This design comes from an exercise in tuning for small area and a short achievable clock period on the open sky130 flow, not from production work.
RTL that was checked went through simulation tests only; none was proved equivalent to the original.
Function not checked in runs 4 to 6: the RTL went through the layout flow alone.
Power is estimated from default activity; no workload was simulated.

==> flow/design.v <==
package fpu_pkg;
	typedef logic [31:0] float_t;         
	typedef logic signed [31:0] word_t;   
	typedef logic [7:0] exp_t;            
	typedef logic [22:0] frac_t;          
	localparam exp_t EXP_BIAS = 8'd127;
	localparam exp_t EXP_SPECIAL = 8'd255;   
	localparam exp_t EXP_INT_MIN = 8'd150;   
	localparam exp_t EXP_FTOI_MAX = 8'd158;  
	typedef struct packed {
		logic [5:0] op1;  
		logic [4:0] fmt;  
		logic [5:0] op2;  
	} fpu_instr_t;
	localparam logic [5:0] OPC_COP1 = 6'b010001;
	localparam logic [4:0] FMT_S = 5'b10000;
	localparam logic [4:0] FMT_W_TO_S = 5'b00100;  
	localparam logic [4:0] FMT_S_TO_W = 5'b00000;  
	localparam logic [5:0] FN_ABS = 6'd5;
	localparam logic [5:0] FN_NEG = 6'd7;
	localparam logic [5:0] FN_FLOOR = 6'd15;
	localparam logic [5:0] FN_CVT = 6'd0;  
	typedef logic [2:0] op_code_t;
	localparam op_code_t OP_ABS = 3'd0;
	localparam op_code_t OP_NEG = 3'd1;
	localparam op_code_t OP_FLOOR = 3'd2;
	localparam op_code_t OP_FTOI = 3'd3;
	localparam op_code_t OP_ITOF = 3'd4;
	typedef struct packed {
		logic invalid;
		logic div0;     
		logic nan;
		logic ovf;
	} fpu_exc_t;
endpackage
`timescale 1ns/1ns
module fpu_decode (
	input logic [16:0] instr_w,
	output logic is_abs,
	output logic is_neg,
	output logic is_floor,
	output logic is_ftoi,
	output logic is_itof,
	output logic invalid
);
	logic cop1;
	logic fmt_s;
	logic cvt;
	assign cop1 = (instr_w[16:11] == 6'b010001);
	assign fmt_s = (instr_w[10:6] == 5'b10000);
	assign cvt = (instr_w[5:0] == 6'd0);
	assign is_abs = cop1 & fmt_s & (instr_w[5:0] == 6'd5);
	assign is_neg = cop1 & fmt_s & (instr_w[5:0] == 6'd7);
	assign is_floor = cop1 & fmt_s & (instr_w[5:0] == 6'd15);
	assign is_ftoi = cop1 & cvt & (instr_w[10:6] == 5'b00000);
	assign is_itof = cop1 & cvt & (instr_w[10:6] == 5'b00100);
	assign invalid = ~(is_abs | is_neg | is_floor | is_ftoi | is_itof);
endmodule
`timescale 1ns/1ns
module fp_floor (
	input logic [31:0] x,
	output logic [31:0] a,
	output logic cin,
	output logic tiny,           
	output logic neg_one         
);
	logic s;
	logic [7:0] e;
	logic [22:0] f;
	logic is_nan;
	logic big;
	logic [4:0] k;
	logic [22:0] clr;            
	assign s = x[31];
	assign e = x[30:23];
	assign f = x[22:0];
	assign is_nan = (e == 8'hff) && (f != '0);
	assign tiny = (e < 8'd127);
	assign big = (e >= 8'd150);
	assign k = 5'(e - 8'd127);
	assign neg_one = s & (x[30:0] != '0);
	always_comb begin
		for (int i = 0; i < 23; i++) begin
			clr[i] = ~big & (5'(i) < 5'(5'd23 - k));
		end
	end
	assign cin = s & (|(f & clr));
	always_comb begin
		a = {s, e, f | {is_nan, 22'd0}};
		for (int i = 0; i < 23; i++) begin
			if (clr[i]) begin
				a[i] = cin;
			end
		end
	end
endmodule
`timescale 1ns/1ns
module fp_to_int (
	input logic [31:0] x,
	output logic [31:0] d,       
	output logic [4:0] r,        
	output logic in_range,       
	output logic min_int,        
	output logic ovf,
	output logic nan
);
	logic s;
	logic [7:0] e;
	logic [22:0] f;
	assign s = x[31];
	assign e = x[30:23];
	assign f = x[22:0];
	assign d = {1'b1, f, 8'd0};
	assign r = 5'(5'd29 - e[4:0]);   
	assign in_range = (e >= 8'd126) && (e <= 8'd157);
	assign nan = (e == 8'hff) && (f != '0);
	assign min_int = s && (e == 8'd158) && (f == '0);
	assign ovf = ((e > 8'd158) && !nan) || ((e == 8'd158) && !(s && (f == '0)));
endmodule
`timescale 1ns/1ns
module int_to_fp (
	input logic [31:0] x,
	input logic [31:0] n,        
	output logic [31:0] d,       
	output logic [4:0] lz,
	output logic [31:0] a,
	output logic cin
);
	logic s;
	logic [31:0] u;
	logic z;
	logic [4:0] lead;
	logic [7:0] e;
	assign s = x[31];
	assign u = x ^ {32{s}};
	always_comb begin
		for (int i = 0; i < 32; i++) begin
			d[i] = u[31 - i];
		end
	end
	logic [15:0] z1;
	logic [15:0] c1;
	logic [7:0] z2;
	logic [1:0] c2 [8];
	logic [3:0] z3;
	logic [2:0] c3 [4];
	logic [1:0] z4;
	logic [3:0] c4 [2];
	always_comb begin
		for (int j = 0; j < 16; j++) begin
			z1[j] = ~(u[2*j+1] | u[2*j]);
			c1[j] = ~u[2*j+1];
		end
		for (int j = 0; j < 8; j++) begin
			z2[j] = z1[2*j+1] & z1[2*j];
			c2[j] = z1[2*j+1] ? {1'b1, c1[2*j]} : {1'b0, c1[2*j+1]};
		end
		for (int j = 0; j < 4; j++) begin
			z3[j] = z2[2*j+1] & z2[2*j];
			c3[j] = z2[2*j+1] ? {1'b1, c2[2*j]} : {1'b0, c2[2*j+1]};
		end
		for (int j = 0; j < 2; j++) begin
			z4[j] = z3[2*j+1] & z3[2*j];
			c4[j] = z3[2*j+1] ? {1'b1, c3[2*j]} : {1'b0, c3[2*j+1]};
		end
	end
	assign z = z4[1] & z4[0];
	assign lz = z4[1] ? {1'b1, c4[0]} : {1'b0, c4[1]};
	assign lead = ~lz;
	assign e = z ? {1'b0, {6{s}}, 1'b0} : (8'd127 + {3'd0, lead});
	assign cin = s ? (n[7] | (n[8] & (&n[6:0])))
		: (n[7] & (n[8] | (|n[6:0])));
	assign a = {s, e, n[30:8]};
endmodule
`timescale 1ns/1ns
module fpu_result (
	input logic clk,
	input logic rst_n,
	input logic is_abs,
	input logic is_neg,
	input logic is_floor,
	input logic is_ftoi,
	input logic is_itof,
	input logic invalid,
	input logic [31:0] x1,
	input logic [31:0] x2,
	input logic [31:0] fl_a,
	input logic fl_cin,
	input logic fl_tiny,
	input logic fl_neg_one,
	input logic [31:0] ft_d,
	input logic [4:0] ft_r,
	input logic ft_in_range,
	input logic ft_min_int,
	input logic ft_ovf,
	input logic ft_nan,
	input logic [31:0] it_d,
	input logic [4:0] it_lz,
	output logic [31:0] it_n,
	input logic [31:0] it_a,
	input logic it_cin,
	output logic [31:0] y,
	output logic [3:0] exc
);
	logic sel_sgn;
	logic sel_fl;
	logic sel_ft;
	logic sel_it;
	logic fl_small;
	logic sh_s;
	logic [31:0] sh_d;
	logic [4:0] sh_r;
	logic [31:0] sh_o;
	logic [31:0] a;
	logic cin;
	logic [31:0] sum;
	logic [31:0] y_d;
	logic [3:0] exc_d;
	assign sh_s = is_itof ? x2[31] : x1[31];
	assign sh_d = is_itof ? it_d : (ft_d ^ {32{x1[31]}});
	assign sh_r = is_itof ? it_lz : ft_r;
	logic [31:0] sh_1;
	logic [31:0] sh_2;
	logic [31:0] sh_3;
	logic [31:0] sh_4;
	assign sh_1 = sh_r[4] ? {{16{sh_s}}, sh_d[31:16]} : sh_d;
	assign sh_2 = sh_r[3] ? {{8{sh_s}}, sh_1[31:8]} : sh_1;
	assign sh_3 = sh_r[2] ? {{4{sh_s}}, sh_2[31:4]} : sh_2;
	assign sh_4 = sh_r[1] ? {{2{sh_s}}, sh_3[31:2]} : sh_3;
	assign sh_o = sh_r[0] ? {sh_s, sh_4[31:1]} : sh_4;
	always_comb begin
		for (int i = 0; i < 32; i++) begin
			it_n[i] = sh_o[31 - i];
		end
	end
	assign sel_sgn = rst_n & (is_abs | is_neg);
	assign sel_fl = rst_n & is_floor & ~fl_tiny;
	assign sel_ft = rst_n & is_ftoi & ft_in_range;
	assign sel_it = rst_n & is_itof;
	assign fl_small = rst_n & is_floor & fl_tiny;
	assign a = ({32{sel_sgn}} & {is_neg & ~x1[31], x1[30:0]})
		| ({32{sel_fl}} & fl_a)
		| ({32{sel_ft}} & {x1[31], sh_o[31:1]})
		| ({32{sel_it}} & it_a);
	assign cin = (sel_fl & fl_cin) | (sel_ft & sh_o[0]) | (sel_it & it_cin);
	logic [31:0] pre;            
	always_comb begin
		pre[0] = 1'b1;
		for (int i = 1; i < 32; i++) begin
			pre[i] = pre[i-1] & a[i-1];
		end
	end
	assign sum = a ^ ({32{cin}} & pre);
	assign y_d = sum
		| {(fl_small & x1[31]) | (rst_n & is_ftoi & ft_min_int), 1'b0, {7{fl_small & fl_neg_one}}, 23'd0};
	assign exc_d = {rst_n & invalid, 1'b0, rst_n & is_ftoi & ft_nan, rst_n & is_ftoi & ft_ovf};
	always_ff @(posedge clk) begin
		y <= y_d;
		exc <= exc_d;
	end
endmodule
`timescale 1ns/1ns
module fpu_unit (
	input logic clk,
	input logic rst_n,
	input logic [16:0] instr,
	input logic [31:0] x1,    
	input logic signed [31:0] x2,     
	output logic [31:0] y,
	output logic [3:0] exc
);
	logic is_abs, is_neg, is_floor, is_ftoi, is_itof, invalid;
	logic [31:0] fl_a;
	logic fl_cin;
	logic fl_tiny;
	logic fl_neg_one;
	logic [31:0] ft_d;
	logic [4:0] ft_r;
	logic ft_in_range;
	logic ft_min_int;
	logic ft_ovf;
	logic ft_nan;
	logic [31:0] it_d;
	logic [4:0] it_lz;
	logic [31:0] it_n;
	logic [31:0] it_a;
	logic it_cin;
	fpu_decode fpu_decode_i (
		.instr_w  (instr),
		.is_abs   (is_abs),
		.is_neg   (is_neg),
		.is_floor (is_floor),
		.is_ftoi  (is_ftoi),
		.is_itof  (is_itof),
		.invalid  (invalid)
	);
	fp_floor fp_floor_i (
		.x       (x1),
		.a       (fl_a),
		.cin     (fl_cin),
		.tiny    (fl_tiny),
		.neg_one (fl_neg_one)
	);
	fp_to_int fp_to_int_i (
		.x        (x1),
		.d        (ft_d),
		.r        (ft_r),
		.in_range (ft_in_range),
		.min_int  (ft_min_int),
		.ovf      (ft_ovf),
		.nan      (ft_nan)
	);
	int_to_fp int_to_fp_i (
		.x   (x2),
		.n   (it_n),
		.d   (it_d),
		.lz  (it_lz),
		.a   (it_a),
		.cin (it_cin)
	);
	fpu_result fpu_result_i (
		.clk         (clk),
		.rst_n       (rst_n),
		.is_abs      (is_abs),
		.is_neg      (is_neg),
		.is_floor    (is_floor),
		.is_ftoi     (is_ftoi),
		.is_itof     (is_itof),
		.invalid     (invalid),
		.x1          (x1),
		.x2          (x2),
		.fl_a        (fl_a),
		.fl_cin      (fl_cin),
		.fl_tiny     (fl_tiny),
		.fl_neg_one  (fl_neg_one),
		.ft_d        (ft_d),
		.ft_r        (ft_r),
		.ft_in_range (ft_in_range),
		.ft_min_int  (ft_min_int),
		.ft_ovf      (ft_ovf),
		.ft_nan      (ft_nan),
		.it_d        (it_d),
		.it_lz       (it_lz),
		.it_n        (it_n),
		.it_a        (it_a),
		.it_cin      (it_cin),
		.y           (y),
		.exc         (exc)
	);
endmodule
==> flow/flow/run.sh <==
#!/bin/bash
# standard layout, with plain buffers on the ports instead of delay buffers
set -euo pipefail
export BUFFER_PORTS_ARGS="-buffer_cell sky130_fd_sc_hd__buf_1"
bash standard.sh finish > standard.log 2>&1
==> flow/standard.sh <==
#!/bin/bash
# synth_recipe.tcl (not shown) runs the flow's synth.tcl, then flattens the netlist and writes it again
# the make line also repeats each setting of config.mk as NAME=value (left out here)
make -C /OpenROAD-flow-scripts/flow DESIGN_CONFIG=/design/flow/config.mk WORK_HOME=/design/flow/orfs CLKGATE_MAP_FILE= SYNTH_SCRIPT=/design/flow/synth_recipe.tcl "${@:-finish}"
==> flow/config.mk <==
export PLATFORM = sky130hd
export DESIGN_NAME = fpu_unit
export DESIGN_NICKNAME = fpu_unit
export VERILOG_FILES = /design/flow/design.v
export SDC_FILE = /design/flow/constraint.sdc
export NUM_CORES = 4
export LEC_CHECK = 0
export ABC_AREA = 1
export CAP_MARGIN = 20
export CORE_MARGIN = 2
export CORE_UTILIZATION = 40
export SETUP_SLACK_MARGIN = 3.0
export SLEW_MARGIN = 20
==> flow/constraint.sdc <==
create_clock -name core_clock -period 8.0 [get_ports {clk}]
set_input_delay 1.6000 -clock core_clock [delete_from_list [all_inputs] [get_ports {clk}]]
set_output_delay 1.6000 -clock core_clock [all_outputs]
set_load 0.01 [all_outputs]
==> results_dict.tcl, run 1 <==
set metrics [dict create \
    outcome "timing/DRC/antenna clean" \
    p_int_uw 537 \
    grt_util_met1 0.458 \
    cp_num_cells 26 \
    synth_warnings 6 \
    wl_per_cell_um 19.9 \
    first_global_vias 8739 \
    end_kind "flop" \
    maxCapViolCount 0 \
    num_rows 47 \
    start_kind "primary input" \
    clock-sinks 35 \
    synthArstFlopShare 0 \
    floorplan.initialDensity 0.411 \
    min_path_cells 3 \
    syn_nets 1350 \
    comb_power_share 0.610 \
    cp_top_family "simple AND/OR/NAND/NOR gates" \
    htreeDepth 2 \
    p_seq_frac 0.173 \
    nNetsFinal 1574 \
    worstMarginPinSlew_ns 0.763 \
    syn_avg_cell_area_um2 5.45 \
    busiest_layer "met2" \
    io_buffers 117 \
    first_pass_iters 8 \
    synth_cell_types 59 \
    cts_buffer_depth 2 \
    slowest_delay_ns 0.26 \
    cts_buffers 5 \
    routed_via_density 6.02 \
    drive_gt1_frac 0.336 \
    setup_violations 0 \
    dieHeight_um 135 \
    drv_slew 0 \
    worstPathRequired_ns 8.14 \
    cp_max_fo 8 \
    syn2layout_area_growth_pct 55.6 \
    critPathLaunch "x2[31]" \
    drc 0 \
    syn_inst 1258 \
    ys_seq_area_frac 0.102 \
    yosys_register_bits 35 \
    rsz0062_at_grt "yes" \
    netSwitchingFraction 0.467 \
    powerDensity_nw_per_um2 94.5 \
    clock_power_share 0.217 \
    grt_util_all_layers 0.336 \
    synth_edf_count 0 \
    hpwl_um 21700 \
    place_congestion 1.03 \
    wirelength_um 33900 \
    hold_viol_final 0 \
    grt_max_degree 29 \
    final_common_cell "nand2_1" \
    ant_nets 0 \
    min_period_over_period 0.644 \
    path_class "primary input to flop" \
    drt_iter0_drc 1544 \
    slew_headroom 0.487 \
    critPathCapture "fpu_result_i.y[27]" \
    tns_ns 0 \
    dieArea_um2 18200 \
    final_cell_mix "nand2_1, nand3_1, buf_4, inv_1, buf_1" \
    die_w_um 135 \
    antenna_found_initial 0 \
    cpMostUsedCell "nand2_1" \
    p_sw_uw 471 \
    grt_pass1_wl_um 47800 \
    root_buffer "clkbuf_16" \
    path_buf_inv 8 \
    fillers 1489 \
    io_pins 119 \
    cts_tree "yes" \
    power_leakage_uw 0.00500 \
    diodes 0 \
    grt-ovfl-total 0 \
    place_inst 1548 \
    grt_use_met3 0.0537 \
    max_freq_mhz 194 \
    peakVddDrop_mv 0.0617 \
    period_minus_slack_ns 5.16 \
    gr-usage-met2 0.521 \
    vias 10300 \
    crit_slowest_cell "clkinvlp_4" \
    clk_pin_slew_ns 0.05 \
    final_cells 1703 \
    syn_area_um2 6860 \
    critical_path_arrival_ns 5.29 \
    dominantRegCellSynth "dfxtp_1" \
    hold_path.class "primary input to flop" \
    fp.coreArea_um2 16700 \
]
==> logic make-up after synthesis <==
kind of cell	share of synthesized area
buf+inv	0.126
mux	0.00875
flops	0.102
xor+xnor	0.0700
fa+ha+maj	0.0164
other cells	0.000547
simple gates	0.507
compound gates	0.169
==> worst min-delay path: cells and delay by family <==
| kind | cells | cell delay (ns) |
|---|---|---|
| AND/OR/NAND/NOR | 2 | 0.14 |
| buffers and inverters | 1 | 0.12 |
==> cells in the mapped netlist, types with 5 or more instances <==
cell        n  area share
buf_6      12       0.020
nor2_4      6      0.0098
buf_2      26       0.019
o21ai_0    57       0.042
nand2_2    18       0.016
nor2_2      5      0.0046
mux2i_1     6      0.0088
ha_1        9       0.016
o221ai_1   11       0.014
nor2_1     76       0.042
o21a_1      8      0.0088
nand3_1   196        0.14
nand4_1    18       0.016
a22oi_1    14       0.015
inv_2       8      0.0044
o211ai_2    5      0.0091
nand2_1   419        0.23
o211ai_1   10       0.011
dfxtp_1    35        0.10
inv_1     129       0.071
xnor2_1    21       0.027
o21ai_1    16       0.012
xor2_1     22       0.028
a21oi_1    43       0.031
a31oi_1     5      0.0046
clkbuf_1   14      0.0077
nor3_1     12      0.0088
nand3_2     5      0.0073
==> power by group through the flow <==
stage                     clock, uW  sequential, uW  combinational [uW]
after floorplan                   0             179                 292
after CTS                       222             175                 484
after detailed placement          0             178                 394
after global routing            229             175                 652
after global placement            0             178                 397
final                           218             175                 615
==> how the worst min path moves through the flow <==
stage | endpoint | from
5_1_grt | fpu_result_i.exc[3] | rst_n
2_1_floorplan | fpu_result_i.exc[3] | rst_n
6_report | fpu_result_i.exc[3] | rst_n
3_3_place_gp | fpu_result_i.exc[3] | rst_n
3_5_place_dp | fpu_result_i.exc[3] | rst_n
4_1_cts | fpu_result_i.exc[3] | rst_n
==> state kept, by name (all words and copies together), names as in the netlist <==
register          count
fpu_result_i.exc      3
fpu_result_i.y       32
==> layout make-up <==
| class | instances | area, um2 | share of cell area |
|---|---|---|---|
| clock buffer | 5 | 125 | 0.0117 |
| clock inverter | 3 | 43.8 | 0.00410 |
| inverter | 139 | 618 | 0.0579 |
| multi-input combinational | 1042 | 7040 | 0.659 |
| sequential | 35 | 701 | 0.0656 |
| tap | 220 | 275 | 0.0258 |
| timing repair buffer | 256 | 1850 | 0.173 |
| timing repair inverter | 3 | 27.5 | 0.00258 |
==> through the flow <==
step           power [uW]  instance area [um2]  hold slack, ns  setup slack [ns]   util
2_1_floorplan         470                 6860            1.75              3.02      -
3_3_place_gp          575                 7300            1.92              1.29  0.437
3_5_place_dp          572                 7300            1.92              1.29  0.437
4_1_cts               881                 9160            1.63              2.98  0.549
5_1_grt              1060                10700            1.65              2.60  0.639
6_report             1010                10700            1.63              2.84  0.639
==> what timing repair did <==
item,CTS,global route
resized for setup,219,220
setup buffers,55,67
endpoints found under the setup margin,31,27
pin swaps,56,95
hold buffers,0,0
cloned,18,7
==> layer usage <==
layer,vias to the layer above,wire (um)
met4,0,2150
met2,819,14700
li1,4647,-
met3,206,4050
met1,4579,13000
met5,-,0
==> run 2, diff against run 1 <==
--- a/flow/config.mk
+++ b/flow/config.mk
@@ -9,5 +9,5 @@
 export CAP_MARGIN = 20
 export CORE_MARGIN = 2
 export CORE_UTILIZATION = 40
-export SETUP_SLACK_MARGIN = 3.0
+export SETUP_SLACK_MARGIN = 3.5
 export SLEW_MARGIN = 20
==> run 2 against run 1 <==
Effect of this change: combinational power is 2% higher; design area is 2.8% higher; flip-flop and latch count stayed put; fmax is 0.51% lower; die area stayed put; non-clock buffer count is 27 higher; clock power is 16% lower; global-route usage is 1.4 points higher; area after synthesis stayed put; sequential share of layout area is 0.18 points lower; sequential power hardly changed; critical endpoint is now fpu_result_i.y[16]; largest cell class unchanged.
==> results_dict.tcl, run 2 <==
set metrics [dict create \
    outcome "timing/DRC/antenna clean" \
    syn_avg_cell_area_um2 5.45 \
    grt_util_all_layers 0.350 \
    slew_headroom 0.374 \
    synth_top_area_cell "nand2_1" \
    floorplan.initialDensity 0.411 \
    first_global_vias 9381 \
    place_congestion 1.01 \
    slowest_delay_ns 0.35 \
    power_leakage_uw 0.00520 \
    hold_viol_final 0 \
    wirelength_um 34800 \
    clk_pin_slew_ns 0.05 \
    dieArea_um2 18200 \
    peakVddDrop_mv 0.0888 \
    final_cell_mix "nand2_1, buf_4, nand3_1, inv_1, buf_1" \
    synthTopCellsByArea "nand2_1, nand3_1, dfxtp_1" \
    syn_inst 1258 \
    cts_buffers 5 \
    grt_pass1_wl_um 50000 \
    fillers 1454 \
    min_period_over_period 0.648 \
    crit_slowest_cell "xor2_4" \
    path_class "primary input to flop" \
    period_minus_slack_ns 5.18 \
    io_buffers 117 \
    top_register "fpu_result_i.y" \
    setup_violations 0 \
    antenna_found_initial 0 \
    wl_per_cell_um 20.1 \
    ys_seq_area_frac 0.102 \
    start_kind "primary input" \
    hold_start "instr[3]" \
    timing.hold.ws_ns 1.64 \
    ctsHoldBuffers 0 \
    first_pass_iters 8 \
    drc 0 \
    die_w_um 135 \
    final_common_cell "nand2_1" \
    clock-sinks 35 \
    hold_end "fpu_result_i.exc[3]" \
    worstMarginPinSlew_ns 0.931 \
    syn_area_um2 6860 \
    drt_iter0_drc 1475 \
    cts_tree "yes" \
    htreeDepth 2 \
    hold_path.class "primary input to flop" \
    path_buf_inv 8 \
    cts_buffer_depth 2 \
    worstPathRequired_ns 8.16 \
    grt_max_degree 25 \
    powerDensity_nw_per_um2 90.0 \
    synth_common_cells "nand2_1, nand3_1, inv_1" \
    diodes 0 \
    maxCapViolCount 0 \
    routed_via_density 6.01 \
    synth_top_area_share 0.229 \
    synthArstFlopShare 0 \
    final_cells 1730 \
    reg_top3 "fpu_result_i.y: 32 flops, fpu_result_i.exc: 3 flops" \
    num_rows 47 \
    min_path_cells 3 \
    vias 10400 \
    synth_warnings 6 \
    root_buffer "clkbuf_16" \
    grt-ovfl-total 0 \
    cp_max_fo 6 \
    yosysMostFrequentCell "nand2_1" \
    synth_edf_count 0 \
    drive_gt1_frac 0.373 \
    ant_nets 0 \
    largest_register_ffs 32 \
    max_freq_mhz 193 \
    hpwl_um 21800 \
    end_kind "flop" \
    p_total_uw 988 \
    tns_ns 0 \
    yosys_register_bits 35 \
    synth_cell_types 59 \
    io_pins 119 \
    fp.coreArea_um2 16700 \
    place_inst 1549 \
    nNetsFinal 1601 \
    syn_nets 1350 \
    dieHeight_um 135 \
    syn2layout_area_growth_pct 60.0 \
    rsz0062_at_grt "yes" \
    critical_path_arrival_ns 5.34 \
    drv_slew 0 \
    dominantRegCellSynth "dfxtp_1" \
    cp_top_family "simple AND/OR/NAND/NOR gates" \
]
run 2: cell counts after synthesis:
Identical to the previous run, type by type.
run 2: how the worst max path moves through the flow:
| stage | start | end | slack, ns | depth (start not counted) |
|---|---|---|---|---|
| floorplan | x2[31] | fpu_result_i.y[29] | 3.05 | 29 |
| global placement | x2[31] | fpu_result_i.y[19] | 1.51 | 32 |
| detailed placement | x2[31] | fpu_result_i.y[19] | 1.44 | 32 |
| CTS | x2[31] | fpu_result_i.y[29] | 3.00 | 29 |
| global route | x1[23] | fpu_result_i.y[22] | 2.61 | 33 |
| finish | x1[23] | fpu_result_i.y[16] | 2.82 | 28 |
run 2: layout make-up:
class	instances	area [um2]	area share
inverters	139	599	0.0546
clock buffers	6	129	0.0117
multi-input cells	1040	7180	0.654
repair inverters	5	32.5	0.00296
clock inverters	2	12.5	0.00114
flip-flops and latches	35	701	0.0638
repair buffers	283	2050	0.187
well taps	220	275	0.0251
run 2: kinds of logic (layout without fill, tap and decap cells):
kind of cell    Yosys count  count (layout)  share of synthesized area
simple gates            777             788                      0.507
buf+inv                 195             435                      0.126
compound gates          187             188                      0.169
xor+xnor                 48              48                     0.0700
flops                    35              35                      0.102
fa+ha+maj                 9               9                     0.0164
mux                       6               6                    0.00875
other cells               1               1                   0.000547
run 2: repair_timing:
action | in CTS | in global routing
gates resized for setup | 297 | 196
setup endpoints to repair | 31 | 31
buffers inserted | 104 | 45
pin swaps | 96 | 127
gates cloned | 23 | 1
run 2: per-stage QoR:
stage	cell area, um2	utilization	setup slack (ns)
finish	11000	0.657	2.82
global route	11000	0.657	2.61
CTS	9790	0.586	3.00
detailed placement	7330	0.439	1.44
global placement	7330	0.439	1.51
floorplan	6900	-	3.05
run 2: metal layers:
layer	vias to the layer above	wire length, um	global-route usage
met5	-	0	0
li1	4697	-	-
met4	0	2170	0.159
met2	790	15500	0.573
met1	4706	12700	0.419
met3	209	4380	0.113
run 2: power breakdown:
group,switching [uW],leakage [uW],internal (uW),total [uW]
logic,405,0.00485,225,630
registers,0.0486,0.000282,175,175
clock network,68.5,0.0000669,115,183
run 2: worst min-delay path: stages:
cell,delay [ns]
buf_2,0.10
a211oi_1,0.09
nor2_1,0.09
==> run 3, diff against run 2 <==
--- a/flow/config.mk
+++ b/flow/config.mk
@@ -9,5 +9,5 @@
 export CAP_MARGIN = 20
 export CORE_MARGIN = 2
 export CORE_UTILIZATION = 40
-export SETUP_SLACK_MARGIN = 3.5
+export SETUP_SLACK_MARGIN = 2.0
 export SLEW_MARGIN = 20
==> run 3 against run 2 <==
Effect of this change: die area unchanged; sequential power about the same; critical path depth down 4; critical endpoint is now fpu_result_i.y[23]; synthesized cell count unchanged; design area down 29%; largest cell class unchanged; fmax down 8.4%; worst setup slack worse by 0.48 ns; still clean on timing, DRC and antenna.
==> results_dict.tcl, run 3 <==
set metrics [dict create \
    outcome "timing/DRC/antenna clean" \
    fp.coreArea_um2 16700 \
    diodes 0 \
    period_minus_slack_ns 5.66 \
    cpMostUsedCell "nand2_1" \
    grt_util_all_layers 0.292 \
    synthArstFlopShare 0 \
    worstPathRequired_ns 8.22 \
    min_period_over_period 0.707 \
    syn_avg_cell_area_um2 5.45 \
    syn_area_um2 6860 \
    ctsHoldBuffers 0 \
    synth_cell_types 59 \
    drv_slew 0 \
    first_pass_iters 7 \
    grt_pass1_wl_um 41700 \
    cp_top_family "simple AND/OR/NAND/NOR gates" \
    syn2layout_area_growth_pct 13.8 \
    htreeDepth 2 \
    wirelength_um 27500 \
    drive_gt1_frac 0.0858 \
    fillers 1866 \
    clock-sinks 35 \
    place_congestion 1.03 \
    rsz0062_at_grt "yes" \
    synth_top_area_cell "nand2_1" \
    syn_nets 1350 \
    top_register "fpu_result_i.y" \
    syn_inst 1258 \
    root_buffer "clkbuf_16" \
    path_class "primary input to flop" \
    synthTopCellsByArea "nand2_1, nand3_1, dfxtp_1" \
    drt-met1-wl_um 11800 \
    path_buf_inv 1 \
    reg_top3 "fpu_result_i.y: 32 flops, fpu_result_i.exc: 3 flops" \
    routed_via_density 5.68 \
    setup_violations 0 \
    grt-ovfl-total 0 \
    max_freq_mhz 177 \
    final_util 0.468 \
    yosysMostFrequentCell "nand2_1" \
    final_common_cell "nand2_1" \
    start_kind "primary input" \
    ys_seq_area_frac 0.102 \
    top_layer "met4" \
    io_buffers 117 \
    cp_cell_sequence "buf_1 -> ha_1 -> nor2_1 -> o21ai_0 -> nand2_8 -> nand2_1 -> nand3_1 -> nand3_1 -> nand2_1 -> o21ai_1 -> nand2_1 -> nand2_1 -> nand2_1 -> nand2_4 -> nand4_4 -> nor2_4 -> nand4_2 -> nor2_4 -> nand4_4 -> nor2_4 -> nand4_1 -> nand2_1 -> nand2_1 -> nand2_1" \
    synth_common_cells "nand2_1, nand3_1, inv_1" \
    synth_top_area_share 0.229 \
    end_kind "flop" \
    final_cell_mix "nand2_1, nand3_1, inv_1, buf_1, nor2_1" \
    num_rows 47 \
    hpwl_um 21700 \
    drc 0 \
    slew_headroom 0.390 \
    cp_max_fo 37 \
    synth_edf_count 0 \
    floorplan.initialDensity 0.411 \
    tns_ns 0 \
    first_global_vias 7729 \
    dominantRegCellSynth "dfxtp_1" \
    yosys_register_bits 35 \
    drt_iter0_drc 1186 \
    cts_tree "yes" \
    ant_nets 0 \
    power_leakage_uw 0.00380 \
    cts_buffer_depth 2 \
    dieHeight_um 135 \
    hold_path.class "primary input to flop" \
    nNetsFinal 1443 \
    grt_max_degree 42 \
    cts_buffers 5 \
    worstMarginPinSlew_ns 0.914 \
    synth_warnings 6 \
    crit_slowest_cell "o21ai_0" \
    powerDensity_nw_per_um2 105 \
    die_w_um 135 \
    maxCapViolCount 0 \
    slowest_delay_ns 0.61 \
    peakVddDrop_mv 0.0615 \
    clk_pin_slew_ns 0.05 \
    antenna_found_initial 0 \
    wl_per_cell_um 17.5 \
    io_pins 119 \
    largest_register_ffs 32 \
    hold_viol_final 0 \
    vias 8925 \
    dieArea_um2 18200 \
    wl_met2_um 11900 \
    critical_path_arrival_ns 5.87 \
    wl_met3_um 2740 \
]
## run 3: cell counts after synthesis
No cell type changed its count.
## run 3: worst paths after layout
path / from / endpoint / slack (ns) / cells after the start
max: x1[25] / fpu_result_i.y[23] / 2.34 / 24
min: rst_n / fpu_result_i.exc[3] / 1.63 / 3
## run 3: area by class of cell
cell class	count	area (um2)	area share
clock buffers	5	125	0.0160
repair buffers	139	641	0.0820
multi-input cells	1031	5490	0.702
inverters	139	538	0.0689
clock inverters	3	43.8	0.00561
flip-flops and latches	35	701	0.0897
well taps	220	275	0.0353
## run 3: cells by family after synthesis
| family | count (synthesis) | share of synthesized area |
|---|---|---|
| buffers and inverters | 195 | 0.126 |
| and+or+nand+nor | 777 | 0.507 |
| muxes | 6 | 0.00875 |
| AOI/OAI and AO/OA | 187 | 0.169 |
| adders and majority gates | 9 | 0.0164 |
| other | 1 | 0.000547 |
| xor gates and xnor gates | 48 | 0.0700 |
| DFF | 35 | 0.102 |
## run 3: metal layers
metal  vias to the layer above  track usage
met1                      3989        0.410
li1                       4346            -
met3                        81       0.0368
met5                         -            0
met2                       509        0.450
met4                         0        0.119
## run 3: what timing repair did
item,4_1_cts,5_1_grt
buffers inserted,0,13
pin swaps,1,5
gates cloned,0,3
endpoints found under the setup margin,17,21
resized for setup,9,43
## run 3: power by group
group / switching, uW / total (uW) / leakage (uW) / internal, uW
sequential: 0.0477 / 175 / 0.000282 / 175
clock: 72.4 / 219 / 0.0000838 / 147
combinational: 297 / 429 / 0.00344 / 132
## run 3: through the flow
| stage | std cells | power (uW) | instance area [um2] | worst slack, ns | hold slack, ns |
|---|---|---|---|---|---|
| finish | 1572 | 823 | 7810 | 2.34 | 1.63 |
| global route | 1572 | 877 | 7810 | 1.94 | 1.65 |
| CTS | 1556 | 794 | 7510 | 2.05 | 1.63 |
| detailed placement | 1548 | 572 | 7300 | 1.29 | 1.92 |
| global placement | 1548 | 575 | 7300 | 1.29 | 1.92 |
| floorplan | 1258 | 470 | 6860 | 3.02 | 1.75 |
==> run 4, diff against run 3 <==
--- a/flow/design.v
+++ b/flow/design.v
@@ -213,8 +213,6 @@
 	logic [31:0] sh_o;
 	logic [31:0] a;
 	logic cin;
-	logic [31:0] sum;
-	logic [31:0] y_d;
 	logic [3:0] exc_d;
 	assign sh_s = is_itof ? x2[31] : x1[31];
 	assign sh_d = is_itof ? it_d : (ft_d ^ {32{x1[31]}});
@@ -241,23 +239,36 @@
 	assign a = ({32{sel_sgn}} & {is_neg & ~x1[31], x1[30:0]})
 		| ({32{sel_fl}} & fl_a)
 		| ({32{sel_ft}} & {x1[31], sh_o[31:1]})
-		| ({32{sel_it}} & it_a);
-	assign cin = (sel_fl & fl_cin) | (sel_ft & sh_o[0]) | (sel_it & it_cin);
-	logic [31:0] pre;            
-	always_comb begin
-		pre[0] = 1'b1;
-		for (int i = 1; i < 32; i++) begin
-			pre[i] = pre[i-1] & a[i-1];
-		end
-	end
-	assign sum = a ^ ({32{cin}} & pre);
-	assign y_d = sum
+		| ({32{sel_it}} & it_a)
 		| {(fl_small & x1[31]) | (rst_n & is_ftoi & ft_min_int), 1'b0, {7{fl_small & fl_neg_one}}, 23'd0};
+	assign cin = (sel_fl & fl_cin) | (sel_ft & sh_o[0]) | (sel_it & it_cin);
 	assign exc_d = {rst_n & invalid, 1'b0, rst_n & is_ftoi & ft_nan, rst_n & is_ftoi & ft_ovf};
+	logic [31:0] a_q;
+	logic cin_q;
 	always_ff @(posedge clk) begin
-		y <= y_d;
+		a_q <= a;
+		cin_q <= cin;
 		exc <= exc_d;
 	end
+	logic [7:0] grp;             
+	logic [7:0] gpre;            
+	logic [31:0] pre;            
+	always_comb begin
+		for (int j = 0; j < 8; j++) begin
+			grp[j] = &a_q[4*j +: 4];
+		end
+		gpre[0] = 1'b1;
+		for (int j = 1; j < 8; j++) begin
+			gpre[j] = gpre[j-1] & grp[j-1];
+		end
+		for (int j = 0; j < 8; j++) begin
+			pre[4*j] = gpre[j];
+			pre[4*j+1] = gpre[j] & a_q[4*j];
+			pre[4*j+2] = gpre[j] & a_q[4*j] & a_q[4*j+1];
+			pre[4*j+3] = gpre[j] & a_q[4*j] & a_q[4*j+1] & a_q[4*j+2];
+		end
+	end
+	assign y = a_q ^ ({32{cin_q}} & pre);
 endmodule
 `timescale 1ns/1ns
 module fpu_unit (
==> run 4 against run 3 <==
Effect of this change: still clean on timing, DRC and antenna; critical path depth is 2 lower; via count is 1.7% lower; combinational power is 5.8% lower; total power fell by 5.8%; area after synthesis up 3.4%; largest power group unchanged.
==> results_dict.tcl, run 4 <==
set metrics [dict create \
    outcome "timing/DRC/antenna clean" \
    synth-compound-area-share 0.164 \
    diodes 0 \
    routed_via_density 5.45 \
    place_congestion 0.965 \
    hold_start "rst_n" \
    place_ws_ns 2.67 \
    grt_pass1_wl_um 41000 \
    cpMostUsedCell "nand2_1" \
    yosysMostFrequentCell "nand2_1" \
    p_seq_frac 0.232 \
    grt_max_degree 41 \
    setup_ws_ns 2.92 \
    path_class "primary input to flop" \
    cts_resized 0 \
    first_pass_iters 6 \
    dominantRegCellSynth "dfxtp_1" \
    slew_headroom 0.306 \
    critPathLaunch "x2[31]" \
    maxCapViolCount 0 \
    power_leakage_uw 0.00359 \
    ys_seq_area_frac 0.102 \
    fp.coreArea_um2 17300 \
    cts_tree "yes" \
    p_sw_uw 364 \
    drt_iter0_drc 961 \
    final_common_cell "nand2_1" \
    cp_max_fo 34 \
    grt-ovfl-total 0 \
    ant_nets 0 \
    ctsHoldBuffers 0 \
    drive_gt1_frac 0.0694 \
    synth_common_cells "nand2_1, nand3_1, inv_1" \
    syn_nets 1401 \
    wirelength_um 26000 \
    cts_buffers 5 \
    syn2layout_area_growth_pct 7.85 \
    synth_warnings 6 \
    io_pins 119 \
    synth_top_family_by_area "simple AND/OR/NAND/NOR gates" \
    cp_top_family "simple AND/OR/NAND/NOR gates" \
    peakVddDrop_mv 0.0873 \
    clock-sinks 36 \
    first_global_vias 7622 \
    path_buf_inv 2 \
    end_kind "flop" \
    io_buffers 117 \
    p_int_uw 412 \
    synth_top_area_cell "nand2_1" \
    min_period_over_period 0.635 \
    final_cell_mix "nand2_1, nand3_1, inv_1, buf_1, nor2_1" \
    vias 8773 \
    slowest_delay_ns 0.74 \
    synth_cell_types 57 \
    synthArstFlopShare 0 \
    critical_path_arrival_ns 5.26 \
    wl_per_cell_um 16.1 \
    synth_edf_count 0 \
    clock_power_share 0.247 \
    root_buffer "clkbuf_16" \
    reg_top3 "fpu_result_i.a_q: 32 flops, fpu_result_i.exc: 3 flops, fpu_result_i.cin_q: 1 flops" \
    comb_power_share 0.521 \
    drc 0 \
    hpwl_um 21300 \
    num_rows 48 \
    cts_buffer_depth 2 \
    nNetsFinal 1475 \
    grt_util_all_layers 0.278 \
    synthMuxAreaShare 0.00141 \
    tns_ns 0 \
    top_register "fpu_result_i.a_q" \
    syn_inst 1309 \
    hold_path.class "primary input to flop" \
    netSwitchingFraction 0.469 \
    rsz0062_at_grt "no" \
    drv_slew 0 \
    floorplan.initialDensity 0.410 \
    antenna_found_initial 0 \
    syn_area_um2 7100 \
    htreeDepth 2 \
    powerDensity_nw_per_um2 101 \
    period_minus_slack_ns 5.08 \
    hold_viol_final 0 \
    dieArea_um2 18800 \
    synth-simple-area-share 0.518 \
    synth_top_area_share 0.209 \
    worstMarginPinSlew_ns 1.04 \
    dieHeight_um 137 \
    cts_setup_buffers 0 \
    syn_avg_cell_area_um2 5.42 \
    clk_pin_slew_ns 0.06 \
    max_freq_mhz 197 \
    start_kind "primary input" \
    synthTopCellsByArea "nand2_1, nand3_1, dfxtp_1" \
    die_w_um 137 \
    worstPathRequired_ns 8.18 \
    synth-xor-area-share 0.0714 \
    yosys_register_bits 36 \
    largest_register_ffs 32 \
    synth_fa_ha_area_frac 0.0159 \
    cp_cell_sequence "clkbuf_2 -> inv_2 -> nand2_1 -> nand2_1 -> nor2_1 -> nand2_2 -> nor2_8 -> nand3_1 -> o21ai_1 -> nand2_2 -> a21boi_4 -> nand2_1 -> nand2_1 -> nand2_1 -> nand2_1 -> nand2_1 -> nor2_1 -> nand2_1 -> nand2_1 -> nand2_1 -> nand2_1 -> nand2_1" \
    setup_violations 0 \
    crit_slowest_cell "a21boi_4" \
]
==> run 4: cell types whose count changed after synthesis, moves of 11 or more <==
cell	delta
o21ai_1	+11
a21oi_1	+11
o211ai_1	+11
nand2_1	-24
a22oi_1	-11
nor2_1	+21
==> run 4: stage by stage <==
| stage | cell area, um2 | cells | util | hold WS [ns] | power [uW] |
|---|---|---|---|---|---|
| after floorplan | 7100 | 1309 | - | 1.73 | 483 |
| after global placement | 7510 | 1601 | 0.434 | 1.93 | 576 |
| after detailed placement | 7510 | 1601 | 0.434 | 1.93 | 576 |
| after CTS | 7650 | 1609 | 0.442 | 1.63 | 767 |
| after global routing | 7650 | 1609 | 0.442 | 1.66 | 833 |
| final | 7650 | 1609 | 0.442 | 1.63 | 775 |
==> run 4: power by group through the flow <==
stage	sequential, uW	clock, uW	combinational (uW)
after global placement	184	0	393
after detailed placement	184	0	392
final	180	191	404
after global routing	180	201	452
after floorplan	184	0	299
after CTS	180	194	394
==> run 4: path summary, 6_finish.rpt <==
| kind | end | slack [ns] | cells after the start |
|---|---|---|---|
| worst max-delay path | fpu_result_i.cin_q | 2.92 | 22 |
| worst min-delay path | fpu_result_i.exc[1] | 1.63 | 3 |
==> run 4: metal layers <==
layer  up-vias  share of wire  track usage
met5         -              0            0
met2       426           0.44        0.441
met3        27          0.088       0.0335
met4         0          0.017       0.0596
li1       4452              -            -
met1      3868           0.46        0.402
==> run 4: final cells by class <==
type                    instances  area [um2]
multi-input cells            1072        5470
repair buffers                124         493
well taps                     225         282
flip-flops and latches         36         721
fillers                      2032        9640
clock inverters                 3        18.8
clock buffers                   5         125
inverters                     144         541
==> run 4: kinds of logic after synthesis <==
kind of cell	after synthesis
flops	36
mux	1
simple gates	805
other cells	1
compound gates	202
xor+xnor	54
fa+ha+maj	9
buf+inv	201
==> run 5, diff against run 4 <==
--- a/flow/config.mk
+++ b/flow/config.mk
@@ -9,5 +9,5 @@
 export CAP_MARGIN = 20
 export CORE_MARGIN = 2
 export CORE_UTILIZATION = 40
-export SETUP_SLACK_MARGIN = 2.0
+export SETUP_SLACK_MARGIN = 2.8
 export SLEW_MARGIN = 20
==> run 5 against run 4 <==
Effect of this change: first-iteration DRC count is the same; non-clock buffer count unchanged; flip-flop and latch count stayed put; combinational power about the same; area after synthesis did not move; critical path depth shrank 2; sequential share of layout area barely moved; design area increased by 0.18%; hold slack worse by 0.0025 ns; highest routed layer unchanged.
==> results_dict.tcl, run 5 <==
set metrics [dict create \
    cp_max_fo 23 \
    clock_power_share 0.246 \
    cts_buffers 5 \
    antenna_found_initial 0 \
    final_cells 1610 \
    htreeDepth 2 \
    yosys_register_bits 36 \
    grt_max_degree 41 \
    period_minus_slack_ns 4.88 \
    cts_setup_buffers 0 \
    synth_top_area_share 0.209 \
    floorplan.initialDensity 0.410 \
    worstPathRequired_ns 8.14 \
    synthArstFlopShare 0 \
    max_freq_mhz 205 \
    netSwitchingFraction 0.470 \
    io_pins 119 \
    reg_top3 "fpu_result_i.a_q: 32 flops, fpu_result_i.exc: 3 flops, fpu_result_i.cin_q: 1 flops" \
    syn_nets 1401 \
    maxCapViolCount 0 \
    setup_ws_ns 3.12 \
    drv_slew 0 \
    synth_edf_count 0 \
    num_rows 48 \
    syn2layout_area_growth_pct 8.04 \
    nNetsFinal 1476 \
    slew_headroom 0.317 \
    root_buffer "clkbuf_16" \
    p_sw_uw 365 \
    ant_nets 0 \
    fp.coreArea_um2 17300 \
    place_inst 1601 \
    synth_top_area_cell "nand2_1" \
    synth_cell_types 57 \
    diodes 0 \
    hold_path.class "primary input to flop" \
    cts_buffer_depth 2 \
    place_ws_ns 2.67 \
    end_kind "flop" \
    ff_latch_area_um2 721 \
    hold_viol_final 0 \
    path_class "primary input to flop" \
    final_cell_mix "nand2_1, nand3_1, inv_1, buf_1, nor2_1" \
    p_int_uw 412 \
    cts_tree "yes" \
    clock-sinks 36 \
    dieArea_um2 18800 \
    drive_gt1_frac 0.0700 \
    io_buffers 117 \
    dominantRegCellSynth "dfxtp_1" \
    grt_pass1_wl_um 41000 \
    stdcell_area_um2 7670 \
    synth_common_cells "nand2_1, nand3_1, inv_1" \
    clk_pin_slew_ns 0.06 \
    drc 0 \
    worstMarginPinSlew_ns 1.02 \
    yosysMostFrequentCell "nand2_1" \
    final_common_cell "nand2_1" \
    die_w_um 137 \
    synthTopCellsByArea "nand2_1, nand3_1, dfxtp_1" \
    place_congestion 0.965 \
    synth_warnings 6 \
    ys_seq_area_frac 0.102 \
    syn_avg_cell_area_um2 5.42 \
    syn_area_um2 7100 \
    top_register "fpu_result_i.a_q" \
    p_seq_frac 0.231 \
    dieHeight_um 137 \
    first_global_vias 7622 \
    tns_ns 0 \
    hpwl_um 21300 \
    dpl-instance-area_um2 7510 \
    syn_inst 1309 \
    grt-ovfl-total 0 \
    routed_via_density 5.51 \
    powerDensity_nw_per_um2 101 \
    multi_input_area_um2 5490 \
    grt_util_all_layers 0.278 \
    start_kind "primary input" \
    min_period_over_period 0.610 \
    vias 8868 \
    largest_register_ffs 32 \
    comb_power_share 0.523 \
    peakVddDrop_mv 0.0874 \
    rsz0062_at_grt "no" \
    drt_iter0_drc 961 \
    power_leakage_uw 0.00360 \
    wirelength_um 26300 \
    first_pass_iters 5 \
    outcome "timing/DRC/antenna clean" \
    critical_path_arrival_ns 5.02 \
    setup_violations 0 \
    fillers 2032 \
    wl_per_cell_um 16.3 \
]
-- run 5: path summary, 6_finish.rpt --
kind,from,to,cells after the start
min,rst_n,fpu_result_i.exc[1],3
max,x1[23],fpu_result_i.a_q[21],20
-- run 5: cell type report --
cell class	instances	area share
multi-input cells	1073	0.715
flip-flops and latches	36	0.0940
inverters	144	0.0705
repair buffers	124	0.0646
well taps	225	0.0367
clock buffers	5	0.0163
clock inverters	3	0.00245
-- run 5: power by group through the flow --
stage,Combinational (uW),Clock [uW],Sequential [uW]
after global routing,454,201,180
after floorplan,299,0,184
after detailed placement,392,0,184
final,406,191,180
after global placement,393,0,184
after CTS,394,194,180
-- run 5: through the flow --
stage / hold slack, ns / utilization / power, uW
after floorplan: 1.73 / - / 483
after global placement: 1.93 / 0.434 / 576
after detailed placement: 1.93 / 0.434 / 576
after CTS: 1.63 / 0.442 / 767
after global routing: 1.66 / 0.443 / 835
final: 1.63 / 0.443 / 777
-- run 5: timing repair --
item                                    CTS  global route
hold buffers                              0             0
endpoints found under the hold margin     0             0
endpoints found under the setup margin    0             4
gates resized for setup                   0             2
-- run 5: worst max-delay path: stages --
cell and delay (ns):
buf_1 0.49, inv_2 0.24, ha_1 0.42, inv_1 0.09, nor2_1 0.19, inv_1 0.08
nor2_1 0.16, inv_1 0.06, nand2_1 0.12, inv_1 0.07, nand2_1 0.10, o22ai_1 0.09
nor2_1 0.10, nand3b_1 0.10, nor2_1 0.13, nand2_1 0.10, nand2_2 0.37, nand2_1 0.09
a21oi_1 0.25, nand3_1 0.16
-- run 5: kinds of logic after synthesis --
family	after synthesis	share of synthesized area
AOI/OAI and AO/OA	202	0.164
xor gates and xnor gates	54	0.0714
adders and majority gates	9	0.0159
DFF	36	0.102
other	1	0.000528
and+or+nand+nor	805	0.518
buffers and inverters	201	0.127
muxes	1	0.00141
-- run 5: metal layers --
| layer | vias up | track usage | routed length, um |
|---|---|---|---|
| li1 | 4454 | - | - |
| met1 | 3952 | 0.402 | 11900 |
| met2 | 430 | 0.441 | 11400 |
| met3 | 32 | 0.0335 | 2410 |
| met4 | 0 | 0.0596 | 545 |
| met5 | - | 0 | 0 |
==> run 6, diff against run 5 <==
--- a/flow/config.mk
+++ b/flow/config.mk
@@ -8,6 +8,6 @@
 export ABC_AREA = 1
 export CAP_MARGIN = 20
 export CORE_MARGIN = 2
-export CORE_UTILIZATION = 40
+export CORE_UTILIZATION = 65
 export SETUP_SLACK_MARGIN = 2.8
 export SLEW_MARGIN = 20
==> run 6 against run 5 <==
Effect of this change: still clean on timing, DRC and antenna; fmax is 2.2% higher; global-route usage rose by 12 points; die area down 37%; critical path depth decreased by 4; worst setup slack gained 0.11 ns; via count is 2.0% higher; design area fell by 2.2%; sequential share of layout area rose by 0.21 points; critical endpoint is now fpu_result_i.a_q[20].
==> results_dict.tcl, run 6 <==
set metrics [dict create \
    largest_register_ffs 32 \
    floorplan.initialDensity 0.660 \
    root_buffer "clkbuf_8" \
    synthMuxAreaShare 0.00141 \
    synth_top_area_cell "nand2_1" \
    synth-compound-area-share 0.164 \
    syn_inst 1309 \
    peakVddDrop_mv 0.0736 \
    period_minus_slack_ns 4.77 \
    place_inst 1514 \
    synth-xor-area-share 0.0714 \
    dominantRegCellSynth "dfxtp_1" \
    final_cell_mix "nand2_1, nand3_1, inv_1, buf_1, nor2_1" \
    yosysMostFrequentCell "nand2_1" \
    synthArstFlopShare 0 \
    end_kind "flop" \
    cts_tree "yes" \
    synth_fa_ha_area_frac 0.0159 \
    num_rows 38 \
    clk_pin_slew_ns 0.06 \
    ys_seq_area_frac 0.102 \
    antenna_found_initial 0 \
    syn_nets 1401 \
    clock-sinks 36 \
    worstPathRequired_ns 8.16 \
    top_register "fpu_result_i.a_q" \
    slew_headroom 0.314 \
    hold_viol_final 0 \
    first_pass_iters 7 \
    power_leakage_uw 0.00356 \
    syn_area_um2 7100 \
    final_cells 1522 \
    critical_path_arrival_ns 4.93 \
    maxCapViolCount 0 \
    path_class "primary input to flop" \
    htreeDepth 2 \
    final_common_cell "nand2_1" \
    yosys_register_bits 36 \
    synth_top_family_by_area "simple AND/OR/NAND/NOR gates" \
    reg_top3 "fpu_result_i.a_q: 32 flops, fpu_result_i.exc: 3 flops, fpu_result_i.cin_q: 1 flops" \
    drv_slew 0 \
    fp.coreArea_um2 10700 \
    worstMarginPinSlew_ns 1.03 \
    hpwl_um 19000 \
    ctsHoldBuffers 0 \
    hold_path.class "primary input to flop" \
    rsz0062_at_grt "no" \
    nNetsFinal 1474 \
    syn2layout_area_growth_pct 5.64 \
    wirelength_um 23800 \
    synthTopCellsByArea "nand2_1, nand3_1, dfxtp_1" \
    drt_iter0_drc 1416 \
    grt_util_all_layers 0.403 \
    grt-ovfl-total 0 \
    cts_buffers 5 \
    grt_max_degree 41 \
    io_buffers 117 \
    max_freq_mhz 210 \
    routed_via_density 5.94 \
    powerDensity_nw_per_um2 93.2 \
    ant_nets 0 \
    tns_ns 0 \
    vias 9045 \
    io_pins 119 \
    wl_per_cell_um 15.6 \
    first_global_vias 7619 \
    setup_violations 0 \
    syn_avg_cell_area_um2 5.42 \
    synth-simple-area-share 0.518 \
    drc 0 \
    min_period_over_period 0.596 \
    die_w_um 108 \
    synth_warnings 6 \
    synth_edf_count 0 \
    p_total_uw 699 \
    outcome "timing/DRC/antenna clean" \
    dieHeight_um 108 \
    cp_max_fo 19 \
    synth_cell_types 57 \
    dieArea_um2 11800 \
    start_kind "primary input" \
    diodes 0 \
    place_congestion 1.05 \
    synth_top_area_share 0.209 \
    grt_pass1_wl_um 37500 \
    cts_buffer_depth 2 \
    synth_common_cells "nand2_1, nand3_1, inv_1" \
    drive_gt1_frac 0.0687 \
]
-- run 6: through the flow --
| stage | cell area [um2] | hold WS (ns) | util | setup slack (ns) |
|---|---|---|---|---|
| after floorplan | 7100 | 1.73 | - | 4.05 |
| after global placement | 7390 | 1.93 | 0.688 | 2.74 |
| after detailed placement | 7390 | 1.93 | 0.688 | 2.66 |
| after CTS | 7470 | 1.62 | 0.695 | 2.96 |
| after global routing | 7500 | 1.67 | 0.698 | 2.97 |
| final | 7500 | 1.64 | 0.698 | 3.23 |
-- run 6: path summary, 6_finish.rpt --
kind | startpoint | endpoint | slack, ns | cells after the start
worst min-delay path | rst_n | fpu_result_i.exc[1] | 1.64 | 3
worst max-delay path | instr[5] | fpu_result_i.a_q[20] | 3.23 | 16
-- run 6: cell families after synthesis --
kind of cell / after synthesis
other: 1
buffers and inverters: 201
adders and majority gates: 9
DFF: 36
xor gates and xnor gates: 54
muxes: 1
and+or+nand+nor: 805
AOI/OAI and AO/OA: 202
-- run 6: worst max-delay path, cell delays in order --
cell	delay, ns
buf_1	0.08
nor2_2	0.13
nand3_1	0.16
inv_1	0.08
nand2_1	0.09
nor2_2	0.65
buf_4	0.38
nand3_4	0.17
nand2_4	0.21
inv_2	0.16
o21ai_0	0.35
o21ai_2	0.12
o211ai_1	0.29
nand3_1	0.16
nand3_1	0.16
nand3_1	0.11
-- run 6: timing repair --
item / CTS / global route
gates resized for setup: 0 / 3
setup buffers: 0 / 0
endpoints found under the setup margin: 0 / 4
-- run 6: power by group --
group / switching [uW] / leakage, uW / internal, uW
clock: 60.3 / 0.0000400 / 58.7
combinational: 282 / 0.00323 / 118
sequential: 0.0583 / 0.000290 / 179
total: 343 / 0.00356 / 356
-- run 6: final cells by class --
type | instances | area [um2]
well taps | 140 | 175
inverters | 144 | 541
fillers | 1063 | 3250
clock buffers | 5 | 68.8
clock inverters | 2 | 12.5
multi-input cells | 1073 | 5500
repair buffers | 122 | 482
flip-flops and latches | 36 | 721
-- run 6: layer usage --
metal  track usage  vias up  part of all wire
li1              -     4448                 -
met1         0.524     3948              0.40
met2         0.658      572              0.44
met3        0.0723       77              0.12
met4         0.159        0             0.044
met5             0        -                 0
==> run 7, diff against run 6 <==
--- a/flow/design.v
+++ b/flow/design.v
@@ -68,20 +68,16 @@
 	logic [7:0] e;
 	logic [22:0] f;
 	logic is_nan;
-	logic big;
-	logic [4:0] k;
 	logic [22:0] clr;            
 	assign s = x[31];
 	assign e = x[30:23];
 	assign f = x[22:0];
 	assign is_nan = (e == 8'hff) && (f != '0);
 	assign tiny = (e < 8'd127);
-	assign big = (e >= 8'd150);
-	assign k = 5'(e - 8'd127);
 	assign neg_one = s & (x[30:0] != '0);
 	always_comb begin
 		for (int i = 0; i < 23; i++) begin
-			clr[i] = ~big & (5'(i) < 5'(5'd23 - k));
+			clr[i] = (e < 8'(150 - i));  
 		end
 	end
 	assign cin = s & (|(f & clr));
--- a/flow/config.mk
+++ b/flow/config.mk
@@ -8,6 +8,6 @@
 export ABC_AREA = 1
 export CAP_MARGIN = 20
 export CORE_MARGIN = 2
-export CORE_UTILIZATION = 65
-export SETUP_SLACK_MARGIN = 2.8
+export CORE_UTILIZATION = 40
+export SETUP_SLACK_MARGIN = 3.3
 export SLEW_MARGIN = 20
==> run 7 against run 6 <==
Effect of this change: still clean; area after synthesis decreased by 3.5%; flip-flop and latch count unchanged; fmax up 7.0%; via count decreased by 4.7%; non-clock buffer count unchanged; clock-buffer cell count increased by 3; total power increased by 11%.
==> results_dict.tcl, run 7 <==
set metrics [dict create \
    outcome "timing/DRC/antenna clean" \
    rsz0062_at_grt "yes" \
    path_class "primary input to flop" \
    clk_pin_slew_ns 0.06 \
    syn_area_um2 6850 \
    hold_path.class "primary input to flop" \
    first_pass_iters 5 \
    grt_max_degree 42 \
    slew_headroom 0.333 \
    vias 8618 \
    floorplan.initialDensity 0.412 \
    drc 0 \
    grt_pass1_wl_um 39100 \
    io_buffers 117 \
    timing.hold.ws_ns 1.60 \
    ctsHoldBuffers 0 \
    worstPathRequired_ns 8.22 \
    drive_gt1_frac 0.0761 \
    hold_viol_final 0 \
    io_pins 119 \
    clock-sinks 36 \
    syn_inst 1267 \
    antenna_found_initial 5 \
    start_kind "primary input" \
    final_common_cell "nand2_1" \
    setup_violations 0 \
    dominantRegCellSynth "dfxtp_1" \
    ant_nets 0 \
    synthTopCellsByArea "nand2_1, nand3_1, dfxtp_1" \
    wirelength_um 25500 \
    num_rows 47 \
    synth_common_cells "nand2_1, nand3_1, inv_1" \
    hold_start "x1[12]" \
    syn_nets 1355 \
    synth_top_area_share 0.238 \
    wl_per_cell_um 16.3 \
    min_path_cells 3 \
    cts_buffers 5 \
    die_w_um 135 \
    ys_seq_area_frac 0.105 \
    place_congestion 1.04 \
    tns_ns 0 \
    synth_cell_types 51 \
    max_freq_mhz 224 \
    end_kind "flop" \
    routed_via_density 5.52 \
    cts_tree "yes" \
    grt_util_all_layers 0.272 \
    synth_top_area_cell "nand2_1" \
    drv_slew 0 \
    top_register "fpu_result_i.a_q" \
    largest_register_ffs 32 \
    critical_path_arrival_ns 4.68 \
    syn_avg_cell_area_um2 5.41 \
    dieArea_um2 18200 \
    nNetsFinal 1428 \
    synth_edf_count 0 \
    reg_top3 "fpu_result_i.a_q: 32 flops, fpu_result_i.exc: 3 flops, fpu_result_i.cin_q: 1 flops" \
    htreeDepth 2 \
    cp_max_fo 18 \
    hold_end "fpu_result_i.a_q[12]" \
    final_cell_mix "nand2_1, nand3_1, inv_1, buf_1, nor2_1" \
    fp.coreArea_um2 16600 \
    maxCapViolCount 0 \
    synth_warnings 6 \
    power_leakage_uw 0.00352 \
    powerDensity_nw_per_um2 104 \
    peakVddDrop_mv 0.0867 \
    dieHeight_um 135 \
    synthArstFlopShare 0 \
    worstMarginPinSlew_ns 1.00 \
    hpwl_um 20300 \
    drt_iter0_drc 724 \
    yosys_register_bits 36 \
    root_buffer "clkbuf_16" \
    syn2layout_area_growth_pct 8.80 \
    period_minus_slack_ns 4.46 \
    grt-ovfl-total 0 \
    min_period_over_period 0.557 \
    yosysMostFrequentCell "nand2_1" \
    fillers 1935 \
    first_global_vias 7569 \
    cts_buffer_depth 2 \
]
[run 7: logic make-up (layout without fill, tap and decap cells)]
kind of cell / after synthesis / after routing / share of synthesized area
adders and majority gates: 5 / 5 / 0.00913
buffers and inverters: 184 / 256 / 0.127
other: 1 / 2 / 0.000547
DFF: 36 / 36 / 0.105
AOI/OAI and AO/OA: 207 / 208 / 0.180
muxes: 2 / 2 / 0.00292
xor gates and xnor gates: 47 / 47 / 0.0612
and+or+nand+nor: 785 / 786 / 0.514
[run 7: routing by layer]
metal	vias to the layer above	GRT usage	routed length, um
met5	-	0	0
met4	0	0.126	1350
met3	73	0.0511	2130
met2	395	0.421	11000
met1	3842	0.366	11100
li1	4308	-	-
[run 7: worst max-delay path by stage]
stage | start | end | slack, ns
after floorplan | fpu_result_i.a_q[1] | y[19] | 4.11
after global placement | x2[31] | fpu_result_i.cin_q | 2.70
after detailed placement | x2[31] | fpu_result_i.cin_q | 2.64
after CTS | x2[31] | fpu_result_i.cin_q | 3.25
after global routing | fpu_result_i.a_q[1] | y[31] | 3.26
final | instr[9] | fpu_result_i.a_q[8] | 3.54
[run 7: cell type report]
class,count,area [um2],share of cell area
inverter,126,485,0.0651
sequential,36,722,0.0968
tap,220,275,0.0369
clock buffer,8,146,0.0196
timing repair buffer,122,482,0.0646
multi-input combinational,1049,5340,0.717
antenna,1,2.50,0.000336
[run 7: worst max-delay path: stages]
cell and delay [ns]:
buf_1 0.07, nor2_1 0.09, nand2_1 0.07, nor2_1 0.34, nand3_4 0.34, nand2_2 0.35, inv_1 0.21, nand2_1 0.09
o221ai_1 0.13, o21ai_0 0.43, nand2_1 0.11, o21ai_1 0.19, nand2_1 0.12, nand3_1 0.08, o21ai_1 0.11, nand2_1 0.11
nand3_1 0.10, nand3_1 0.14
[run 7: repair_timing]
action | 4_1_cts | 5_1_grt
buffers inserted | 0 | 2
pin swaps | 0 | 5
setup endpoints to repair | 27 | 32
cloned | 0 | 2
gates resized for setup | 3 | 21
[run 7: power breakdown]
part           leakage [uW]  switching, uW  total [uW]  internal [uW]
clock network     0.0000712           79.4         204            124
logic               0.00316            278         393            115
registers          0.000291         0.0974         180            180
[run 7: through the flow]
stage               area [um2]  setup WS, ns  power, uW  instances  utilization
detailed placement        7200          2.64        563       1549        0.432
global route              7450          3.26        829       1562        0.448
finish                    7450          3.54        776       1562        0.448
floorplan                 6850          4.11        475       1267            -
CTS                       7350          3.25        767       1557        0.442
global placement          7200          2.70        562       1549        0.432
==> run 8, diff against run 7 <==
--- a/flow/config.mk
+++ b/flow/config.mk
@@ -9,5 +9,5 @@
 export CAP_MARGIN = 20
 export CORE_MARGIN = 2
 export CORE_UTILIZATION = 40
-export SETUP_SLACK_MARGIN = 3.3
+export SETUP_SLACK_MARGIN = 3.6
 export SLEW_MARGIN = 20
==> run 8 against run 7 <==
Effect of this change: clock-buffer cell count did not move; critical path type unchanged; non-clock buffer count rose by 12; clock power barely moved; routed wire length rose by 2.0%; flip-flop and latch count did not move; via count rose by 1.1%; die area did not move; worst setup slack improved by 0.18 ns.
==> results_dict.tcl, run 8 <==
set metrics [dict create \
    synth_warnings 6 \
    io_buffers 117 \
    ctsHoldBuffers 0 \
    grt_max_degree 42 \
    wirelength_um 26000 \
    clk_pin_slew_ns 0.06 \
    routed_via_density 5.53 \
    min_period_over_period 0.534 \
    period_minus_slack_ns 4.28 \
    fp.coreArea_um2 16600 \
    min_path_cells 3 \
    syn_nets 1355 \
    top_register "fpu_result_i.a_q" \
    final_cell_mix "nand2_1, nand3_1, inv_1, buf_1, nor2_1" \
    syn2layout_area_growth_pct 12.3 \
    largest_register_ffs 32 \
    cp_max_fo 24 \
    drt_iter0_drc 741 \
    path_class "primary input to flop" \
    dominantRegCellSynth "dfxtp_1" \
    grt_pass1_wl_um 39900 \
    setup_violations 0 \
    synth_common_cells "nand2_1, nand3_1, inv_1" \
    peakVddDrop_mv 0.0855 \
    stdcell_area_um2 7690 \
    critical_path_arrival_ns 4.42 \
    grt_util_all_layers 0.279 \
    hpwl_um 20300 \
    rsz0062_at_grt "yes" \
    max_freq_mhz 234 \
    synth_top_area_share 0.238 \
    maxCapViolCount 0 \
    syn_inst 1267 \
    final_common_cell "nand2_1" \
    grt-ovfl-total 0 \
    powerDensity_nw_per_um2 102 \
    yosys_register_bits 36 \
    cts_tree "yes" \
    dieHeight_um 135 \
    dieArea_um2 18200 \
    power_leakage_uw 0.00362 \
    drive_gt1_frac 0.0968 \
    drv_slew 0 \
    dpl-instance-area_um2 7200 \
    floorplan.initialDensity 0.412 \
    tns_ns 0 \
    io_pins 119 \
    ys_seq_area_frac 0.105 \
    synth_top_area_cell "nand2_1" \
    vias 8717 \
    slew_headroom 0.339 \
    syn_area_um2 6850 \
    outcome "timing/DRC/antenna clean" \
    wl_per_cell_um 16.5 \
    die_w_um 135 \
    end_kind "flop" \
    yosysMostFrequentCell "nand2_1" \
    synthArstFlopShare 0 \
    root_buffer "clkbuf_16" \
    place_congestion 1.04 \
    synth_cell_types 51 \
    worstMarginPinSlew_ns 0.991 \
    place_inst 1549 \
    drc 0 \
    syn_avg_cell_area_um2 5.41 \
    first_pass_iters 5 \
    cts_buffers 5 \
    start_kind "primary input" \
    clock-sinks 36 \
    reg_top3 "fpu_result_i.a_q: 32 flops, fpu_result_i.exc: 3 flops, fpu_result_i.cin_q: 1 flops" \
    hold_viol_final 0 \
    num_rows 47 \
    cts_buffer_depth 2 \
    synth_edf_count 0 \
    antenna_found_initial 5 \
    final_cells 1575 \
    nNetsFinal 1441 \
    first_global_vias 7633 \
    synthTopCellsByArea "nand2_1, nand3_1, dfxtp_1" \
    ant_nets 0 \
    worstPathRequired_ns 8.15 \
    hold_path.class "primary input to flop" \
    htreeDepth 2 \
]
run 8: cell counts after synthesis:
Identical to the previous run, type by type.
run 8: critical path, stage by stage:
cell and delay (ns):
buf_1 0.20, inv_2 0.14, a21oi_2 0.29, nor2_2 0.15, clkinvlp_4 0.21, a21oi_1 0.13, a31oi_1 0.26, inv_1 0.08
nand2_1 0.07, o2111ai_1 0.09, nor2_1 0.16, nand3_1 0.13, nand2_4 0.26, nand2_1 0.08, a22oi_1 0.43, nand3_1 0.14
run 8: per-stage QoR:
step	util	hold slack, ns	setup slack [ns]	total power [uW]
6_report	0.462	1.60	3.72	786
5_1_grt	0.462	1.63	3.47	837
4_1_cts	0.448	1.59	3.59	770
3_5_place_dp	0.432	1.89	2.64	563
3_3_place_gp	0.432	1.89	2.70	562
2_1_floorplan	-	1.74	4.11	475
run 8: layer usage:
metal	share of wire	GRT usage	vias to the layer above
li1	-	-	4340
met1	0.43	0.379	3892
met2	0.43	0.432	410
met3	0.087	0.0462	75
met4	0.054	0.126	0
met5	0	0	-
run 8: path summary, 6_finish.rpt:
| check | from | end | slack, ns |
|---|---|---|---|
| max | x1[30] | fpu_result_i.a_q[20] | 3.72 |
| min | x1[12] | fpu_result_i.a_q[12] | 1.60 |
run 8: what timing repair did:
item,CTS,global route
pin swaps,6,7
setup buffers,3,11
setup endpoints to repair,35,34
cloned,2,1
gates resized for setup,21,31
endpoints found under the hold margin,0,0
run 8: logic make-up (layout without fill, tap and decap cells):
family	count (synthesis)	count (layout)	synth area share
other cells	1	2	0.000547
xor+xnor	47	47	0.0612
flops	36	36	0.105
simple gates	785	787	0.514
buf+inv	184	268	0.127
compound gates	207	208	0.180
fa+ha+maj	5	5	0.00913
mux	2	2	0.00292
run 8: report_power, final:
| part | total (uW) | internal, uW | switching, uW |
|---|---|---|---|
| clock | 203 | 124 | 78.7 |
| combinational | 404 | 121 | 283 |
| sequential | 180 | 180 | 0.0973 |
run 8: cell type report:
| cell class | count | area, um2 |
|---|---|---|
| antenna | 1 | 2.50 |
| clock buffer | 8 | 146 |
| fill | 1914 | 8950 |
| inverter | 126 | 489 |
| multi-input combinational | 1050 | 5450 |
| sequential | 36 | 724 |
| tap | 220 | 275 |
| timing repair buffer | 134 | 608 |

[static timing again, ports no longer ideal]
In the flow no input, the clock included, has a driving cell. The finished layouts below were timed again as built, in two steps.
Step 1 assumes that a clkbuf_16 drives the clock port and a buf_2 every other input.
Step 2 times the ports against the registers' clock, not the clock port: input delays grow and output delays shrink by t, the midpoint of the rising clock arrivals with the driver on.
Three values: ideal, step 1, step 2; two values: the first two.
run | t, ns | setup WS [ns] | worst data-port slew with drivers (ns) | pins driven straight from the clock port
run 1 | 0.314 | 2.844 / 2.802 / 2.489 | 0.11 | 1
run 2 | 0.310 | 2.818 / 2.813 / 2.503 | 0.12 | 1
run 3 | 0.314 | 2.343 / 2.347 / 2.033 | 0.06 | 1
run 4 | 0.321 | 2.921 / 2.938 / 2.618 | 0.04 | 1
run 5 | 0.321 | 3.121 / 3.137 / 2.816 | 0.04 | 1
run 6 | 0.319 | 3.228 / 3.239 / 2.921 | 0.03 | 1
run 7 | 0.322 | 3.541 / 3.555 / 3.239 | 0.04 | 1
run 8 | 0.324 | 3.725 / 3.741 / 3.417 | 0.05 | 1
After both steps every run listed still meets setup and hold. The setup slack of run 1, which loses most, moves by -0.042 ns with the drivers and by -0.355 ns with both steps.
